Context: an optimization exercise on an open-source flow, tuned for small area, a short achievable clock period and few clock cycles per item. The choices shown serve that exercise and are no tape-out recipe. RTL that was checked went through simulation tests only; none was proved equivalent to the original.

Setup of lane 1:
==> flow/design.v (excerpt) <==
module mandel_engine #(
  parameter int W       = 16,
  parameter int FRAC    = 12,
  parameter int ITER_W  = 16,
  parameter int COORD_W = 9
) (
  input  logic               clk,
  input  logic               rst,
  input  logic               cfg_start,
  input  logic [COORD_W-1:0] cfg_pix_w,
  input  logic [COORD_W-1:0] cfg_pix_h,
  input  logic [W-1:0]       cfg_cxs,
  input  logic [W-1:0]       cfg_cys,
  input  logic [W-1:0]       cfg_dcx,
  input  logic [W-1:0]       cfg_dcy,
  input  logic [ITER_W-1:0]  cfg_max_iter,
  input  logic               abort,
  output logic               busy,
  output logic               done,
  output logic               out_valid,
  input  logic               out_ready,
  output logic [COORD_W-1:0] out_x,
  output logic [COORD_W-1:0] out_y,
  output logic [ITER_W-1:0]  out_iter,
  output logic               out_inside
);
  localparam int PW = 205;
  logic [COORD_W-1:0]  pix_w, pix_h, ax, ay;
  logic signed [W-1:0] cxs, dcx, dcy, acx, acy;
  logic [ITER_W-1:0]   max_iter;
  logic                comp;
  logic [1:0]          aseq, oseq;
  logic                ofirst;
  logic                rb_v, rb_inside;
  logic [1:0]          rb_tag;
  logic [ITER_W-1:0]   rb_iter;
  logic signed [W-1:0] x1, y1, sx1, sy1, cx1, cy1;
  logic [ITER_W-1:0]   i1;
  logic                act1, hold1, fr1, er1, hin1;
  logic [1:0]          tg1;
  logic [PW-1:0]       p2;
  logic signed [W-1:0] sx2, sy2, cx2, cy2;
  logic [ITER_W-1:0]   i2;
  logic                act2, hold2, er2, hin2, fn2, bg2;
  logic [1:0]          tg2;
  logic [PW-1:0]       p1;
  logic                bigx, bigy, mi_zero, at_lim, cyc, fn1;
  logic                esc_mag, esc_now, fin, use_i, res_in, can_out, rb_go, to_out, to_rb;
  ...
Settings: LEC_CHECK=0, ABC_CLOCK_PERIOD_IN_PS=5000, CAP_MARGIN=20, CORE_MARGIN=2, CORE_UTILIZATION=40, SETUP_SLACK_MARGIN=5, SLEW_MARGIN=20; clock period 12.0 ns.
run.sh (not shown) runs the stock make flow with config.mk's settings and CLKGATE_MAP_FILE= SYNTH_SCRIPT=/design/flow/synth_recipe.tcl, a recipe that flattens the netlist after the stock synthesis.
Lane 1 | stages: all done | timing, DRC, antenna: all pass
Input-level comparison between lane 2 and lane 1:
==> flow/flow/run.sh (new file) <==
#!/bin/bash
set -euo pipefail
bash standard.sh SETUP_SLACK_MARGIN=8.5 finish > flow_make.log 2>&1
==> flow/standard.sh (new file) <==
#!/bin/bash
# synth_recipe.tcl (not shown) runs the flow's synth.tcl, then flattens the netlist and writes it again
# the make line also repeats each setting of config.mk as NAME=value (left out here)
make -C /OpenROAD-flow-scripts/flow DESIGN_CONFIG=/design/flow/config.mk WORK_HOME=/design/flow/orfs CLKGATE_MAP_FILE= SYNTH_SCRIPT=/design/flow/synth_recipe.tcl "${@:-finish}"
removed: flow/run.sh
--- outcome ---
Taking lane 1 as the reference point, the combined flip-flop and latch cell area of lane 2 rises by 81 um2. Adder-cell share of the synthesized area essentially unchanged between lane 1 and lane 2. ~same synthesized cell area in lane 1 and lane 2. Compared with lane 1, lane 2 shows a lower critical path data arrival time. Critical path required time: lane 2 vs lane 1, no meaningful difference. Lane 1 -> lane 2: multi-input logic cell count flat. Any difference in standard cell area after detailed placement between lane 2 and lane 1 is small enough to ignore.
Setup changes, lane 2 to lane 3
- changing ABC_CLOCK_PERIOD_IN_PS from 5000 to 3500
==> flow/flow/run.sh <==
#!/bin/bash
set -euo pipefail
bash standard.sh SETUP_SLACK_MARGIN=9.0 finish > flow_make.log 2>&1
[summary]
Lane 3 ends up with higher global router's overall resource usage than lane 2 does.
Higher number of non-clock buffers goes to lane 3 over lane 2.
Lane 3 ends up with a worst slew slack as a fraction of its limit that is 1.4 points higher than in lane 2.
## Diff of input files: lane 4 against lane 3
- swapping 40 for 55 in CORE_UTILIZATION
==> flow/flow/run.sh <==
#!/bin/bash
set -euo pipefail
bash standard.sh SETUP_SLACK_MARGIN=8.5 finish > flow_make.log 2>&1
--- outcome ---
- Lane 4 against lane 3: number of core rows saw a decrease, area taken by multi-input logic gates saw a decrease, register area saw little to no change.
- Lane 4 leaves less setup margin than lane 3.
- Between lane 4 and lane 3, wire length of the first global-routing pass is lower for lane 4, lane 3 comes in above that.
No functional check of the RTL was part of any run of this note.

* * *

Setup of v5:
mandel_engine, a different RTL version from the one above (not shown whole).
Size in the first run: roughly 3000 cells after synthesis, ~140 I/O pins, ~0.033 mm^2 of cells after synthesis.
## mandel_engine
module mandel_engine #(
  parameter int W       = 16,
  parameter int FRAC    = 12,
  parameter int ITER_W  = 16,
  parameter int COORD_W = 9
) (
  input  logic               clk,
  input  logic               rst,
  input  logic               cfg_start,
  input  logic [COORD_W-1:0] cfg_pix_w,
  input  logic [COORD_W-1:0] cfg_pix_h,
  input  logic [W-1:0]       cfg_cxs,
  input  logic [W-1:0]       cfg_cys,
  input  logic [W-1:0]       cfg_dcx,
  input  logic [W-1:0]       cfg_dcy,
  input  logic [ITER_W-1:0]  cfg_max_iter,
  input  logic               abort,
  output logic               busy,
  output logic               done,
  output logic               out_valid,
  input  logic               out_ready,
  output logic [COORD_W-1:0] out_x,
  output logic [COORD_W-1:0] out_y,
  output logic [ITER_W-1:0]  out_iter,
  output logic               out_inside
);
  localparam int PW = 158;
  logic [COORD_W-1:0]  wm1, hm1, ax, ay;    
  logic signed [W-1:0] cxs, dcx, dcy, acx, acy;
  logic [ITER_W-1:0]   max_iter;
  logic                comp;
  logic [1:0]          aseq, oseq;
  logic                ofirst;
  logic                rb_v, rb_inside;
  logic [1:0]          rb_tag;
  logic [ITER_W-1:0]   rb_iter;
  logic signed [W-1:0] x1, y1, cx1, cy1;
  logic [13:0]         sx1, sy1;
  logic [ITER_W-1:0]   i1;
  logic                act1, hold1, fr1, er1, hin1, lr1;
  logic [1:0]          tg1;
  logic [PW-1:0]       p2;
  logic signed [W-1:0] cx2, cy2;
  logic [13:0]         sx2, sy2;
  logic [ITER_W-1:0]   i2;
  logic                act2, hold2, er2, hin2, lr2, lim2, cyc2, es2;
  logic [1:0]          tg2;
  logic [PW-1:0]       p1;
  logic                bigx, bigy, mi_zero, at_lim, cyc, es1;
  logic [4:0]          hx, hy, hthr;
  ...
==> flow/config.mk <==
export PLATFORM = sky130hd
export DESIGN_NAME = mandel_engine
export DESIGN_NICKNAME = mandel_engine
export VERILOG_FILES = /design/flow/design.v
export SDC_FILE = /design/flow/constraint.sdc
export NUM_CORES = 4
export LEC_CHECK = 0
export ABC_CLOCK_PERIOD_IN_PS = 5000
export CAP_MARGIN = 20
export CORE_MARGIN = 2
export CORE_UTILIZATION = 40
export CTS_BUF_LIST = sky130_fd_sc_hd__clkbuf_8
export SETUP_SLACK_MARGIN = 5
export SLEW_MARGIN = 20
export TNS_END_PERCENT = 0
==> flow/constraint.sdc <==
create_clock -name core_clock -period 12.0 [get_ports {clk}]
set_input_delay 2.4000 -clock core_clock [delete_from_list [all_inputs] [get_ports {clk}]]
set_output_delay 2.4000 -clock core_clock [all_outputs]
set_load 0.01 [all_outputs]
standard.sh (not shown) runs the stock make flow with config.mk's settings and CLKGATE_MAP_FILE= SYNTH_SCRIPT=/design/flow/synth_recipe.tcl, a recipe that flattens the netlist after the stock synthesis.
==> flow/flow/run.sh <==
#!/bin/bash
set -euo pipefail
sed '1s/^proc synth {args} { yosys synth -nofsm -noshare {\*}\$args }$/proc synth {args} { yosys synth -nofsm -noshare -noabc {*}$args }/' synth_recipe.tcl > synth_noabc.tcl
grep -q -- '-noabc' synth_noabc.tcl
bash standard.sh SYNTH_SCRIPT="$PWD/synth_noabc.tcl" SETUP_SLACK_MARGIN=8.5 finish > flow_make.log 2>&1
Testbench counts of v5, summed over its fixed seeds: cycles 48,565, pixels 3,072.
### v5 -> v4
# v5
export LEC_CHECK = 0
export ABC_CLOCK_PERIOD_IN_PS = 5000
export CAP_MARGIN = 20
export CORE_MARGIN = 2
export CORE_UTILIZATION = 40
export CTS_BUF_LIST = sky130_fd_sc_hd__clkbuf_8
export SETUP_SLACK_MARGIN = 5
export SLEW_MARGIN = 20
export TNS_END_PERCENT = 0
create_clock -name core_clock -period 12.0 [get_ports {clk}]
# v4
export LEC_CHECK = 0
export ABC_CLOCK_PERIOD_IN_PS = 5000
export CAP_MARGIN = 20
export CORE_MARGIN = 2
export CORE_UTILIZATION = 48
export SETUP_SLACK_MARGIN = 5
export SLEW_MARGIN = 20
export TNS_END_PERCENT = 0
create_clock -name core_clock -period 12.0 [get_ports {clk}]
Results
- v4 vs. v5: number of buffers added by the clock tree synthesis step went down by 35.
- met2 track demand over resource in v4 is 8.8 points above v5.
- Looking only at post-detailed-placement half-perimeter wirelength, and setting everything else aside, the lower value of v5 and v4 goes to v5.
- v4 vs v5, slowest cell on the critical path: sky130_fd_sc_hd__edfxtp_1 vs sky130_fd_sc_hd__fa_1
- Summary of v4 over v5: met1 usage +6.5 points; via count of the first global-routing pass +554; setup slack after placement -44 ps; multi-input gate share of total cell area ~0 delta.
For v50, these inputs were changed with respect to v4:
# v4
export LEC_CHECK = 0
export ABC_CLOCK_PERIOD_IN_PS = 5000
export CAP_MARGIN = 20
export CORE_MARGIN = 2
export CORE_UTILIZATION = 48
export SETUP_SLACK_MARGIN = 5
export SLEW_MARGIN = 20
export TNS_END_PERCENT = 0
create_clock -name core_clock -period 12.0 [get_ports {clk}]
# v50
export LEC_CHECK = 0
export ABC_CLOCK_PERIOD_IN_PS = 5000
export CAP_MARGIN = 20
export CORE_MARGIN = 2
export CORE_UTILIZATION = 30
export SETUP_SLACK_MARGIN = 5
export SLEW_MARGIN = 20
export TNS_END_PERCENT = 0
create_clock -name core_clock -period 12.0 [get_ports {clk}]
==> comparison <==
Delta (v50 minus v4): post-placement cell count moved up, remaining routing DRC violations now sits at about the same level, flip-flop and latch count level, die area went up by about 60%.
diff inputs: v50 => v27
# v50
export LEC_CHECK = 0
export ABC_CLOCK_PERIOD_IN_PS = 5000
export CAP_MARGIN = 20
export CORE_MARGIN = 2
export CORE_UTILIZATION = 30
export SETUP_SLACK_MARGIN = 5
export SLEW_MARGIN = 20
export TNS_END_PERCENT = 0
create_clock -name core_clock -period 12.0 [get_ports {clk}]
# v27
export LEC_CHECK = 0
export ABC_CLOCK_PERIOD_IN_PS = 5000
export CAP_MARGIN = 20
export CORE_MARGIN = 2
export CORE_UTILIZATION = 40
export SETUP_SLACK_MARGIN = 5
export SLEW_MARGIN = 20
export TNS_END_PERCENT = 0
create_clock -name core_clock -period 12.0 [get_ports {clk}]
Notes after the runs:
v27 vs v50 — clock latency of the later-clocked register in the worst-skew pair dropped 20 ps. Worst setup path startpoint: out_y[7] -> v27, out_x[8] -> v50. v27 vs v50, count of routing violations after the opening detailed-route iteration went down by 138. Compared with v50, in v27 core utilization picked up an extra 12 points, share of the final layout cell area in multi-input gates moved up, sequential share of layout area climbed 0.20 points, final critical-path setup slack now smaller. Area of all placed cells without fillers: lower on v27. Measured against v27, the die area of v50 comes out at 1.3 times the reference value.
[inputs] v6 vs v27
# v27
export LEC_CHECK = 0
export ABC_CLOCK_PERIOD_IN_PS = 5000
export CAP_MARGIN = 20
export CORE_MARGIN = 2
export CORE_UTILIZATION = 40
export SETUP_SLACK_MARGIN = 5
export SLEW_MARGIN = 20
export TNS_END_PERCENT = 0
create_clock -name core_clock -period 12.0 [get_ports {clk}]
# v6
export LEC_CHECK = 0
export ABC_CLOCK_PERIOD_IN_PS = 5000
export CAP_MARGIN = 20
export CORE_MARGIN = 2
export CORE_UTILIZATION = 40
export CTS_BUF_LIST = sky130_fd_sc_hd__clkbuf_4 sky130_fd_sc_hd__clkbuf_8
export SETUP_SLACK_MARGIN = 5
export SLEW_MARGIN = 20
export TNS_END_PERCENT = 0
create_clock -name core_clock -period 12.0 [get_ports {clk}]
## What came out
Relative to v27, count of plain and timing-repair buffers in the layout has gone down in v6. Relative to v27, minimum setup slack in the final design has decreased by 35 ps in v6. For sequential share of layout area, v6 and v27 come out practically identical. Wire: v6 routes more than v27. Fmax, v27 and v6: lower on v6.

[what the ideal ports hide]
Ports are ideal in the flow. The routed layouts listed here were re-timed in OpenROAD. Step 1 (the two cells are an assumption about what drives the block):
set clk [get_ports {clk}]
set_driving_cell -lib_cell sky130_fd_sc_hd__clkbuf_16 $clk
set_driving_cell -lib_cell sky130_fd_sc_hd__buf_2 [delete_from_list [all_inputs] $clk]
Step 2 adds t to the input delays and takes it off the output delays; t is the mean of the earliest and latest rising clock arrival at the registers after step 1. Input paths then give back, and output paths get back, about the clock's delay inside the block. a / b / c = no drivers / after step 1 / after step 2; a / b = the first two.
| run | t (ns) | setup slack, ns | clock arrival spread, ns | worst slew at a driven data input, ns | pins driven straight from the clock port |
|---|---|---|---|---|---|
| lane 1 | 0.693 | 6.879 / 6.879 / 6.879 | 0.044 / 0.044 | 0.11 | 1 |
| lane 2 | 0.684 | 8.191 / 8.191 / 7.987 | 0.048 / 0.048 | 0.08 | 1 |
| lane 3 | 0.698 | 8.211 / 8.211 / 8.211 | 0.028 / 0.028 | 0.09 | 1 |
| lane 4 | 0.679 | 8.105 / 8.105 / 7.967 | 0.023 / 0.024 | 0.08 | 1 |
| v5 | 0.751 | 8.166 / 8.122 / 7.730 | 0.054 / 0.054 | 0.12 | 1 |
| v4 | 0.684 | 8.217 / 8.155 / 7.729 | 0.030 / 0.030 | 0.09 | 1 |
| v50 | 0.701 | 8.192 / 8.127 / 7.754 | 0.049 / 0.049 | 0.08 | 1 |
| v27 | 0.686 | 8.185 / 8.124 / 7.749 | 0.029 / 0.030 | 0.12 | 1 |
| v6 | 0.751 | 8.150 / 8.122 / 7.726 | 0.056 / 0.056 | 0.12 | 1 |
After both steps every run listed still meets setup and hold. For v4, which loses most, drivers alone change the setup slack by -0.062 ns; drivers and shift together by -0.488 ns.
